Source: an optimization exercise on an open RTL-to-GDS flow (aim: small area, a short achievable clock period and few clock cycles per item). Production flows keep margins and buffers that such runs may drop. Where RTL was checked, it was by simulation tests only, not by an equivalence proof against the original. Power and IR drop assume default switching activity.

==> run a: inputs <==
==> flow/design.v (excerpt) <==
module noise_estimation_top (
	input  logic        clk,
	input  logic        rst_n,
	input  logic        start_of_frame,
	input  logic [2:0]  blocks_log2,
	input  logic        sample_valid,
	input  logic [7:0]  sample_data,
	output logic        sample_ready,
	output logic        block_stat_valid,
	output logic [27:0] block_stat,    
	output logic        noise_valid,
	output logic [20:0] noise_result   
);
export LEC_CHECK = 0
export CAP_MARGIN = 20
export CORE_MARGIN = 2
export CORE_UTILIZATION = 60
export CTS_BUF_LIST = sky130_fd_sc_hd__clkbuf_4 sky130_fd_sc_hd__clkbuf_8
export SLEW_MARGIN = 20
create_clock -name core_clock -period 8.0 [get_ports {clk}]
standard.sh (not shown) runs the stock make flow with config.mk's settings and CLKGATE_MAP_FILE= SYNTH_SCRIPT=/design/flow/synth_recipe.tcl, a recipe that flattens the netlist after the stock synthesis.
==> flow/flow/run.sh <==
#!/bin/bash
# The standard layout (standard.sh: the ORFS flow and synthesis, unchanged) with three
# settings the flow's own config cannot express:
#  - ports buffered with a plain buffer instead of the slow delay cell buffer_ports picks;
#  - clock tree built without dummy loads, from a strong root buffer;
set -euo pipefail
export BUFFER_PORTS_ARGS="-buffer_cell sky130_fd_sc_hd__buf_1"
export CTS_ARGS="-sink_clustering_enable -repair_clock_nets -dont_use_dummy_load -root_buf sky130_fd_sc_hd__clkbuf_16 -buf_list {sky130_fd_sc_hd__clkbuf_8}"
export SETUP_SLACK_MARGIN=5.3
bash standard.sh > standard.log 2>&1
==> run b: changes against run a <==
--- a/flow/design.v
+++ b/flow/design.v
@@ -270,26 +270,26 @@
 	assign prod = mu[0];
 	logic        c1n, c2n;
 	assign {c1n, t1} = {1'b0, dq[0]} + {1'b0, cq[0]} + {1'b0, c1};
 	assign {c2n, d}  = {1'b0, t1} + {1'b0, ~prod_q} + {1'b0, c2};
 	assign dfill = d & (ph >= 5'd2) & (ph <= 5'd21);  
 	always_ff @(posedge clk or negedge rst_n) begin
 		if (!rst_n) begin
-			ph     <= 5'd0;
+			ph     <= 5'd31;
 			bv     <= 1'b0;
 			prod_q <= 1'b0;
 			ms     <= '0;
 			mc     <= '0;
 		end else begin
 			prod_q <= prod;
 			ms     <= mu[7:1];
 			mc     <= mw;
 			bv <= (ph == 5'd21);
 			if (blk_last)          ph <= 5'd2;
-			else if (ph != 5'd0)   ph <= ph + 1'b1;
+			else if (ph != 5'd31)  ph <= ph + 1'b1;
 		end
 	end
 	always_ff @(posedge clk) begin
 		if (blk_last)
 			mean_q <= s_next[13:6];
 		rem_q <= ({6{blk_last}} & s_next[5:0]) | {1'b0, rem_q[5:1]};
 		ic <= mbits & mean_q[mi] & cin;
==> flow/flow/run.sh (replaced) <==
#!/bin/bash
# The standard layout (standard.sh: the ORFS flow and synthesis, unchanged) with three
# settings the flow's own config cannot express:
#  - ports buffered with a plain buffer instead of the slow delay cell buffer_ports picks;
#  - clock tree built without dummy loads, from a strong root buffer;
set -euo pipefail
export BUFFER_PORTS_ARGS="-buffer_cell sky130_fd_sc_hd__buf_2"
export CTS_ARGS="-sink_clustering_enable -repair_clock_nets -dont_use_dummy_load -root_buf sky130_fd_sc_hd__clkbuf_16 -buf_list {sky130_fd_sc_hd__clkbuf_8}"
export SETUP_SLACK_MARGIN=5.5
bash standard.sh > standard.log 2>&1
==> run c: changes against run a <==
--- a/flow/design.v
+++ b/flow/design.v
@@ -42,40 +42,36 @@
 	output logic        sample_ready,
 	output logic        block_stat_valid,
 	output logic [27:0] block_stat,    
 	output logic        noise_valid,
 	output logic [20:0] noise_result   
 );
 	assign sample_ready = 1'b1;
-	logic       v0;       
 	logic [7:0] x0;       
-	always_ff @(posedge clk or negedge rst_n) begin
-		if (!rst_n) v0 <= 1'b0;
-		else        v0 <= sample_valid;
-	end
 	always_ff @(posedge clk)
 		x0 <= sample_valid ? sample_data : 8'd0;
 	logic [5:0]  cnt;       
 	logic        sof_q;     
 	logic        blk_last;  
 	logic        clr;
 	logic [13:0] s_acc;     
 	logic [13:0] s_next;
 	logic [19:0] qs, qc;    
 	logic [19:0] qs_g, qc_g;
 	logic [19:0] qs_n, qc_n;
-	assign blk_last = v0 && (&cnt);
 	assign clr      = blk_last || sof_q;
 	always_ff @(posedge clk or negedge rst_n) begin
 		if (!rst_n) begin
-			cnt   <= '0;
-			sof_q <= 1'b0;
+			cnt      <= '0;
+			sof_q    <= 1'b0;
+			blk_last <= 1'b0;
 		end else begin
-			sof_q <= start_of_frame;
-			if (v0) cnt <= cnt + 1'b1;
+			sof_q    <= start_of_frame;
+			blk_last <= sample_valid && (&cnt);
+			if (sample_valid) cnt <= cnt + 1'b1;
 		end
 	end
 	assign qs_g   = qs;
 	assign qc_g   = qc;
 	assign s_next = s_acc + {6'd0, x0};
 	logic cs0;
 	logic cs1;
@@ -270,26 +266,26 @@
 	assign prod = mu[0];
 	logic        c1n, c2n;
 	assign {c1n, t1} = {1'b0, dq[0]} + {1'b0, cq[0]} + {1'b0, c1};
 	assign {c2n, d}  = {1'b0, t1} + {1'b0, ~prod_q} + {1'b0, c2};
 	assign dfill = d & (ph >= 5'd2) & (ph <= 5'd21);  
 	always_ff @(posedge clk or negedge rst_n) begin
 		if (!rst_n) begin
-			ph     <= 5'd0;
+			ph     <= 5'd31;
 			bv     <= 1'b0;
 			prod_q <= 1'b0;
 			ms     <= '0;
 			mc     <= '0;
 		end else begin
 			prod_q <= prod;
 			ms     <= mu[7:1];
 			mc     <= mw;
 			bv <= (ph == 5'd21);
 			if (blk_last)          ph <= 5'd2;
-			else if (ph != 5'd0)   ph <= ph + 1'b1;
+			else if (ph != 5'd31)  ph <= ph + 1'b1;
 		end
 	end
 	always_ff @(posedge clk) begin
 		if (blk_last)
 			mean_q <= s_next[13:6];
 		rem_q <= ({6{blk_last}} & s_next[5:0]) | {1'b0, rem_q[5:1]};
 		ic <= mbits & mean_q[mi] & cin;
==> comparison table <==
| metric | run c | run a | run b |
|---|---|---|---|
| Overall track demand over capacity in global routing | 20.46% | 21.14% | 20.73% |
| Launching instance or port of the critical path | bc[1] | bc[4] | nsum[9] |
| Clock network power | 463 uW | 459 uW | 460 uW |
| Number of iterations in the first detailed-routing pass | 7 | 4 | 4 |
| Pwr/cell area | 272.5 mW/mm2 | 275.3 mW/mm2 | 270.0 mW/mm2 |
| Met2 demand-to-capacity share in global routing | 32.75% | 35.59% | 35.17% |
| Result of the run | finished clean | finished clean | finished clean |
| Total number of vias | 4592 | 4495 | 4691 |
| Multi-input gate count | 386 | 385 | 390 |
| Synth Area in XOR/XNOR | 2.405% | 2.350% | 2.104% |
| Worst setup endpoint | noise_result[1] | noise_result[4] | noise_result[10] |
| Layout inverter count without the clock tree | 72 | 48 | 49 |
| Slack of the worst reg-to-reg path | 5520 ps | 5530 ps | 5600 ps |
| Multi-input logic portion of the cell area | 39.73% | 39.78% | 38.32% |
| Mux contribution to synthesized area | 2.452% | 1.871% | 2.263% |
| Max-slew headroom | 38.00% | 39.66% | 43.20% |
| Pre-CTS setup slack | 5462 ps | 4895 ps | 5094 ps |
| Synthesis-to-finish area growth | 4.873% | 5.372% | 9.905% |
| Power drawn by the combinational cells | 554 uW | 548 uW | 626 uW |
| Starting density of the core | 60.98% | 61.77% | 62.16% |
Testbench counts of run a, summed over its fixed seeds: cycles 38,461, samples 36,864.
Testbench counts of run b, summed over its fixed seeds: cycles 38,461, samples 36,864.
For run c, only the layout was checked, not whether the RTL still works.


==> 11-22: inputs <==
noise_estimation_top, a different RTL version from the one above (not shown whole).
Settings: LEC_CHECK=0, CAP_MARGIN=20, CORE_MARGIN=2, CORE_UTILIZATION=60, CTS_BUF_LIST=sky130_fd_sc_hd__clkbuf_4 sky130_fd_sc_hd__clkbuf_8, SLEW_MARGIN=20; clock period 8.0 ns.
==> flow/flow/run.sh <==
#!/bin/bash
# The standard layout (standard.sh: the ORFS flow and synthesis, unchanged) with three
# settings the flow's own config cannot express:
#  - ports buffered with a plain buffer instead of the slow delay cell buffer_ports picks;
#  - clock tree built without dummy loads, from a strong root buffer;
set -euo pipefail
export BUFFER_PORTS_ARGS="-buffer_cell sky130_fd_sc_hd__buf_1"
export CTS_ARGS="-sink_clustering_enable -repair_clock_nets -dont_use_dummy_load -root_buf sky130_fd_sc_hd__clkbuf_16 -buf_list {sky130_fd_sc_hd__clkbuf_8}"
export SETUP_SLACK_MARGIN=5.45
bash standard.sh > standard.log 2>&1
==> 08-12: changes against 11-22 <==
--- a/flow/design.v
+++ b/flow/design.v
@@ -72,94 +72,15 @@
 		end else begin
 			sof_q <= start_of_frame;
 			if (v0) cnt <= cnt + 1'b1;
 		end
 	end
 	assign qs_g   = qs;
 	assign qc_g   = qc;
-	logic [13:0] sap, sag;
-	assign sap = s_acc ^ {6'd0, x0};
-	assign sag = s_acc & {6'd0, x0};
-	logic sa1g, sa1p;
-	assign sa1g = sag[1] | (sap[1] & sag[0]);
-	assign sa1p = sap[1] & sap[0];
-	logic sa2g, sa2p;
-	assign sa2g = sag[3] | (sap[3] & sag[2]);
-	assign sa2p = sap[3] & sap[2];
-	logic sa3g, sa3p;
-	assign sa3g = sag[5] | (sap[5] & sag[4]);
-	assign sa3p = sap[5] & sap[4];
-	logic sa4g, sa4p;
-	assign sa4g = sag[7] | (sap[7] & sag[6]);
-	assign sa4p = sap[7] & sap[6];
-	logic sa5g, sa5p;
-	assign sa5g = sag[9] | (sap[9] & sag[8]);
-	assign sa5p = sap[9] & sap[8];
-	logic sa6g, sa6p;
-	assign sa6g = sag[11] | (sap[11] & sag[10]);
-	assign sa6p = sap[11] & sap[10];
-	logic sa7g, sa7p;
-	assign sa7g = sag[13] | (sap[13] & sag[12]);
-	assign sa7p = sap[13] & sap[12];
-	logic sa8g, sa8p;
-	assign sa8g = sa2g | (sa2p & sa1g);
-	assign sa8p = sa2p & sa1p;
-	logic sa9g, sa9p;
-	assign sa9g = sa4g | (sa4p & sa3g);
-	assign sa9p = sa4p & sa3p;
-	logic sa10g, sa10p;
-	assign sa10g = sa6g | (sa6p & sa5g);
-	assign sa10p = sa6p & sa5p;
-	logic sa11g, sa11p;
-	assign sa11g = sa9g | (sa9p & sa8g);
-	assign sa11p = sa9p & sa8p;
-	logic sa12g, sa12p;
-	assign sa12g = sa10g | (sa10p & sa11g);
-	assign sa12p = sa10p & sa11p;
-	logic sa13g, sa13p;
-	assign sa13g = sa3g | (sa3p & sa8g);
-	assign sa13p = sa3p & sa8p;
-	logic sa14g, sa14p;
-	assign sa14g = sa5g | (sa5p & sa11g);
-	assign sa14p = sa5p & sa11p;
-	logic sa15g, sa15p;
-	assign sa15g = sa7g | (sa7p & sa12g);
-	assign sa15p = sa7p & sa12p;
-	logic sa16g, sa16p;
-	assign sa16g = sag[2] | (sap[2] & sa1g);
-	assign sa16p = sap[2] & sa1p;
-	logic sa17g, sa17p;
-	assign sa17g = sag[4] | (sap[4] & sa8g);
-	assign sa17p = sap[4] & sa8p;
-	logic sa18g, sa18p;
-	assign sa18g = sag[6] | (sap[6] & sa13g);
-	assign sa18p = sap[6] & sa13p;
-	logic sa19g, sa19p;
-	assign sa19g = sag[8] | (sap[8] & sa11g);
-	assign sa19p = sap[8] & sa11p;
-	logic sa20g, sa20p;
-	assign sa20g = sag[10] | (sap[10] & sa14g);
-	assign sa20p = sap[10] & sa14p;
-	logic sa21g, sa21p;
-	assign sa21g = sag[12] | (sap[12] & sa12g);
-	assign sa21p = sap[12] & sa12p;
-	assign s_next[0] = sap[0];
-	assign s_next[1] = sap[1] ^ sag[0];
-	assign s_next[2] = sap[2] ^ sa1g;
-	assign s_next[3] = sap[3] ^ sa16g;
-	assign s_next[4] = sap[4] ^ sa8g;
-	assign s_next[5] = sap[5] ^ sa17g;
-	assign s_next[6] = sap[6] ^ sa13g;
-	assign s_next[7] = sap[7] ^ sa18g;
-	assign s_next[8] = sap[8] ^ sa11g;
-	assign s_next[9] = sap[9] ^ sa19g;
-	assign s_next[10] = sap[10] ^ sa14g;
-	assign s_next[11] = sap[11] ^ sa20g;
-	assign s_next[12] = sap[12] ^ sa12g;
-	assign s_next[13] = sap[13] ^ sa21g;
+	assign s_next = s_acc + {6'd0, x0};
 	logic cs0;
 	logic cs1;
 	logic cs2;
 	logic cs3;
 	logic cs4;
 	logic cs5;
 	logic cs6;
@@ -280,16 +201,18 @@
 	assign {cs43, cs42} = {1'b0, cs13} + {1'b0, cs15} + {1'b0, cs16};
 	assign {cs45, cs44} = {1'b0, cs17} + {1'b0, cs19} + {1'b0, cs20};
 	assign {cs47, cs46} = {1'b0, cs21} + {1'b0, cs23} + {1'b0, cs24};
 	assign {cs49, cs48} = {1'b0, cs25} + {1'b0, cs26} + {1'b0, (x0[5] & x0[7])};
 	assign {cs51, cs50} = {1'b0, cs27} + {1'b0, qs_g[14]} + {1'b0, qc_g[14]};
 	assign cs52 = qs_g[15] ^ qc_g[15];
 	assign cs53 = qs_g[15] & qc_g[15];
-	assign {cs55, cs54} = {1'b0, qs_g[0]} + {1'b0, qc_g[0]} + {1'b0, x0[0]};
-	assign {cs57, cs56} = {1'b0, qs_g[1]} + {1'b0, qc_g[1]} + {1'b0, cs55};
+	assign cs54 = qs_g[0] ^ qc_g[0];
+	assign cs55 = qs_g[0] & qc_g[0];
+	assign cs56 = qs_g[1] ^ qc_g[1];
+	assign cs57 = qs_g[1] & qc_g[1];
 	assign {cs59, cs58} = {1'b0, qs_g[2]} + {1'b0, qc_g[2]} + {1'b0, (x0[1] & ~x0[0])};
 	assign {cs61, cs60} = {1'b0, cs28} + {1'b0, (x0[0] & x0[2])} + {1'b0, (x0[1] & x0[0])};
 	assign {cs63, cs62} = {1'b0, cs29} + {1'b0, cs30} + {1'b0, (x0[2] & ~x0[1])};
 	assign {cs65, cs64} = {1'b0, cs31} + {1'b0, cs32} + {1'b0, (x0[2] & x0[1])};
 	assign {cs67, cs66} = {1'b0, cs33} + {1'b0, cs34} + {1'b0, (x0[3] & ~x0[2])};
 	assign {cs69, cs68} = {1'b0, cs35} + {1'b0, cs36} + {1'b0, (x0[3] & x0[2])};
 	assign {cs71, cs70} = {1'b0, cs37} + {1'b0, cs38} + {1'b0, cs10};
@@ -297,19 +220,22 @@
 	assign {cs75, cs74} = {1'b0, cs41} + {1'b0, cs42} + {1'b0, cs18};
 	assign {cs77, cs76} = {1'b0, cs43} + {1'b0, cs44} + {1'b0, cs22};
 	assign {cs79, cs78} = {1'b0, cs45} + {1'b0, cs46} + {1'b0, (x0[6] & ~x0[5])};
 	assign {cs81, cs80} = {1'b0, cs47} + {1'b0, cs48} + {1'b0, (x0[6] & x0[5])};
 	assign {cs83, cs82} = {1'b0, cs49} + {1'b0, cs50} + {1'b0, (x0[7] & ~x0[6])};
 	assign {cs85, cs84} = {1'b0, cs51} + {1'b0, cs52} + {1'b0, (x0[7] & x0[6])};
 	assign {cs87, cs86} = {1'b0, cs53} + {1'b0, qs_g[16]} + {1'b0, qc_g[16]};
-	assign {cs89, cs88} = {1'b0, qs_g[17]} + {1'b0, qc_g[17]} + {1'b0, cs87};
-	assign {cs91, cs90} = {1'b0, qs_g[18]} + {1'b0, qc_g[18]} + {1'b0, cs89};
-	assign {cs93, cs92} = {1'b0, qs_g[19]} + {1'b0, qc_g[19]} + {1'b0, cs91};
-	assign qs_n = {cs92, cs90, cs88, cs85, cs83, cs81, cs79, cs77, cs75, cs73, cs71, cs69, cs67, cs65, cs63, cs61, cs59, cs57, cs56, cs54};
-	assign qc_n = {1'b0, 1'b0, 1'b0, cs86, cs84, cs82, cs80, cs78, cs76, cs74, cs72, cs70, cs68, cs66, cs64, cs62, cs60, cs58, 1'b0, 1'b0};
+	assign cs88 = qs_g[17] ^ qc_g[17];
+	assign cs89 = qs_g[17] & qc_g[17];
+	assign cs90 = qs_g[18] ^ qc_g[18];
+	assign cs91 = qs_g[18] & qc_g[18];
+	assign cs92 = qs_g[19] ^ qc_g[19];
+	assign cs93 = qs_g[19] & qc_g[19];
+	assign qs_n = {cs91, cs89, cs87, cs85, cs83, cs81, cs79, cs77, cs75, cs73, cs71, cs69, cs67, cs65, cs63, cs61, cs59, cs57, cs55, cs54};
+	assign qc_n = {cs92, cs90, cs88, cs86, cs84, cs82, cs80, cs78, cs76, cs74, cs72, cs70, cs68, cs66, cs64, cs62, cs60, cs58, cs56, x0[0]};
 	always_ff @(posedge clk) begin
 		s_acc <= clr ? 14'd0 : s_next;
 		qs    <= clr ? 20'd0 : qs_n;
 		qc    <= clr ? 20'd0 : qc_n;
 	end
 	logic [7:0]  mean_q;
 	logic [5:0]  rem_q;     
@@ -325,99 +251,99 @@
 	logic        c1, c2;    
 	logic        t1, d;     
 	logic        dfill;
 	logic [19:0] dq;        
 	logic [19:0] cq;        
 	logic        bv;        
 	logic [2:0]  mi;
-	logic [7:0]  mrot;
 	logic        prod_q;
 	logic        pin_q;
 	assign rbits = (ph >= 5'd2) && (ph <= 5'd5);
 	assign mbits = (ph >= 5'd6) && (ph <= 5'd13);
-	assign mi    = ph[2:0];
+	assign mi    = ph[2:0] + 3'd2;
 	assign cin   = (ph == 5'd6) ? rem_q[1] : ic;
-	assign mrot  = {mean_q[1:0], mean_q[7:2]};  
-	assign pin   = blk_last ? s_next[0] : ((rbits & rem_q[1]) | (mbits & (mrot[mi] ^ cin)));
+	assign pin   = blk_last ? s_next[0] : ((rbits & rem_q[1]) | (mbits & (mean_q[mi] ^ cin)));
 	assign mpp = pin_q ? mean_q : 8'd0;
 	always_comb begin
 		for (int i = 0; i < 8; i++)
 			{mw[i], mu[i]} = {1'b0, (i < 7) ? ms[i] : 1'b0} + {1'b0, mc[i]} + {1'b0, mpp[i]};
 	end
 	assign prod = mu[0];
 	logic        c1n, c2n;
 	assign {c1n, t1} = {1'b0, dq[0]} + {1'b0, cq[0]} + {1'b0, c1};
 	assign {c2n, d}  = {1'b0, t1} + {1'b0, ~prod_q} + {1'b0, c2};
 	assign dfill = d & (ph >= 5'd2) & (ph <= 5'd21);  
 	always_ff @(posedge clk or negedge rst_n) begin
 		if (!rst_n) begin
-			ph     <= 5'd0;
-			bv     <= 1'b0;
-			prod_q <= 1'b0;
-			ms     <= '0;
-			mc     <= '0;
+			ph <= 5'd31;
+			bv <= 1'b0;
 		end else begin
-			prod_q <= prod;
-			ms     <= mu[7:1];
-			mc     <= mw;
 			bv <= (ph == 5'd21);
 			if (blk_last)          ph <= 5'd2;
-			else if (ph != 5'd0)   ph <= ph + 1'b1;
+			else if (ph != 5'd31)  ph <= ph + 1'b1;
 		end
 	end
 	always_ff @(posedge clk) begin
 		if (blk_last)
 			mean_q <= s_next[13:6];
 		rem_q <= ({6{blk_last}} & s_next[5:0]) | {1'b0, rem_q[5:1]};
-		ic <= mbits & mrot[mi] & cin;
+		ic <= mbits & mean_q[mi] & cin;
 		pin_q <= pin;
+		prod_q <= prod;
+		ms <= mu[7:1];
+		mc <= mw;
 		dq <= ({20{blk_last}} & qs_n) | {dfill, dq[19:1]};
 		cq <= ({20{blk_last}} & qc_n) | {1'b0, cq[19:1]};
 		if (blk_last) begin
 			c1 <= 1'b0;
 			c2 <= 1'b1;
 		end else begin
 			c1 <= c1n;
 			c2 <= c2n;
 		end
 	end
 	logic [3:0]  idx;
 	logic [4:0]  bc;        
 	logic        last;
+	logic        lastq;     
+	logic        firstq;    
 	logic        nv;
 	logic [17:0] nsum;
 	logic        nact;
 	logic        nstart, nend;
 	logic        ncy;
 	logic        abit, nbit;
 	logic [1:0]  nadd;
 	assign last = bc[0] | (bc[1] & idx[0]) | (bc[2] & (&idx[1:0]))
 	            | (bc[3] & (&idx[2:0])) | (bc[4] & (&idx));
 	assign nstart = |(bc & {ph == 5'd8,  ph == 5'd7,  ph == 5'd6,  ph == 5'd5,  ph == 5'd4});
 	assign nend   = |(bc & {ph == 5'd25, ph == 5'd24, ph == 5'd23, ph == 5'd22, ph == 5'd21});
 	assign abit   = d & (ph >= 5'd8) & (ph <= 5'd21);
-	assign nbit   = nsum[0] & (idx != 4'd0);
+	assign nbit   = nsum[0] & !firstq;
 	assign nadd   = {1'b0, abit} + {1'b0, nbit} + {1'b0, ncy};
 	always_ff @(posedge clk or negedge rst_n) begin
 		if (!rst_n) begin
 			idx  <= '0;
 			nv   <= 1'b0;
 			nact <= 1'b0;
 		end else begin
-			nv <= nact && nend && last;
+			nv <= nact && nend && lastq;
 			if (nstart)            nact <= 1'b1;
 			else if (nend)         nact <= 1'b0;
 			if (start_of_frame)    idx  <= '0;
-			else if (nact && nend && !last)
-			                       idx  <= idx + 1'b1;  
+			else if (bv)           idx  <= idx + 1'b1;
 		end
 	end
 	always_ff @(posedge clk) begin
 		if (start_of_frame)
 			bc <= 5'd1 << blocks_log2;
+		if (blk_last) begin
+			lastq  <= last;
+			firstq <= (idx == 4'd0);
+		end
 		if (blk_last)
 			ncy <= 1'b0;
 		else if (nstart || nact) begin
 			ncy  <= nadd[1];
 			nsum <= {nadd[0], nsum[17:1]};
 		end
 	end
==> flow/flow/run.sh (replaced) <==
#!/bin/bash
# The standard layout (standard.sh: the ORFS flow and synthesis, unchanged) with three
# settings the flow's own config cannot express:
#  - ports buffered with a plain buffer instead of the slow delay cell buffer_ports picks;
#  - clock tree built without dummy loads, from a strong root buffer;
set -euo pipefail
export BUFFER_PORTS_ARGS="-buffer_cell sky130_fd_sc_hd__buf_1"
export CTS_ARGS="-sink_clustering_enable -repair_clock_nets -dont_use_dummy_load -root_buf sky130_fd_sc_hd__clkbuf_16 -buf_list {sky130_fd_sc_hd__clkbuf_8}"
export SETUP_SLACK_MARGIN=5.3
bash standard.sh > standard.log 2>&1
==> 04-23: changes against 11-22 <==
--- a/flow/design.v
+++ b/flow/design.v
@@ -408,16 +408,15 @@
 			else if (nend)         nact <= 1'b0;
 			if (start_of_frame)    idx  <= '0;
 			else if (nact && nend && !last)
 			                       idx  <= idx + 1'b1;  
 		end
 	end
 	always_ff @(posedge clk) begin
-		if (start_of_frame)
-			bc <= 5'd1 << blocks_log2;
+		bc <= 5'd1 << blocks_log2;
 		if (blk_last)
 			ncy <= 1'b0;
 		else if (nstart || nact) begin
 			ncy  <= nadd[1];
 			nsum <= {nadd[0], nsum[17:1]};
 		end
 	end
==> flow/flow/run.sh (replaced) <==
#!/bin/bash
# The standard layout (standard.sh: the ORFS flow and synthesis, unchanged) with three
# settings the flow's own config cannot express:
#  - ports buffered with a plain buffer instead of the slow delay cell buffer_ports picks;
#  - clock tree built without dummy loads, from a strong root buffer;
set -euo pipefail
export BUFFER_PORTS_ARGS="-buffer_cell sky130_fd_sc_hd__buf_1"
export CTS_ARGS="-sink_clustering_enable -repair_clock_nets -dont_use_dummy_load -root_buf sky130_fd_sc_hd__clkbuf_16 -buf_list {sky130_fd_sc_hd__clkbuf_8}"
export SETUP_SLACK_MARGIN=5.3
bash standard.sh > standard.log 2>&1
==> run notes <==
First-iteration DRC count, highest first: 04-23, 08-12, 11-22. Setup slack: 11-22 > 04-23 > 08-12. Clock skew, highest first: 08-12, 11-22, 04-23. Against 11-22, the sequential share of layout area of 08-12 is higher by 0.65 points. Between 11-22 and 08-12, the lower sequential cell count is in 11-22 (gap 10). Critical path depth is the same in 08-12 and 04-23. Against 08-12, the combinational power of 11-22 is higher by about 1%. In 04-23 the utilization is lower than in 11-22, by 1.8 points. Total power, highest first: 08-12, 11-22, 04-23.
Testbench counts of 11-22, summed over its fixed seeds: cycles 38,461, samples 36,864.
Testbench counts of 08-12, summed over its fixed seeds: cycles 38,461, samples 36,864.
Testbench counts of 04-23, summed over its fixed seeds: cycles 38,461, samples 36,864.

==> port drivers added, routing unchanged <==
Ports are ideal in the flow. The routed layouts listed here were re-timed in OpenROAD. Step 1, drivers: a clkbuf_16 drives clk and a buf_2 each remaining input, both assumed. Step 2 times the ports against the registers' clock, not the clock port: input delays grow and output delays shrink by t, the midpoint of the rising clock arrivals with the driver on. a / b / c = ideal ports / drivers / drivers and shift; a / b = the first two.
| run | t, ns | slack for setup (ns) | worst setup path at the end |
|---|---|---|---|
| run a | 0.407 | 5.415 / 5.374 / 5.535 | register to register |
| run b | 0.408 | 5.428 / 5.386 / 5.601 | register to register |
| run c | 0.403 | 5.401 / 5.359 / 5.479 | input to register |
| 11-22 | 0.399 | 5.425 / 5.385 / 5.583 | register to register |
| 08-12 | 0.404 | 5.396 / 5.352 / 5.526 | register to register |
| 04-23 | 0.397 | 5.423 / 5.382 / 5.474 | register to register |
After both steps every run listed still meets setup and hold.
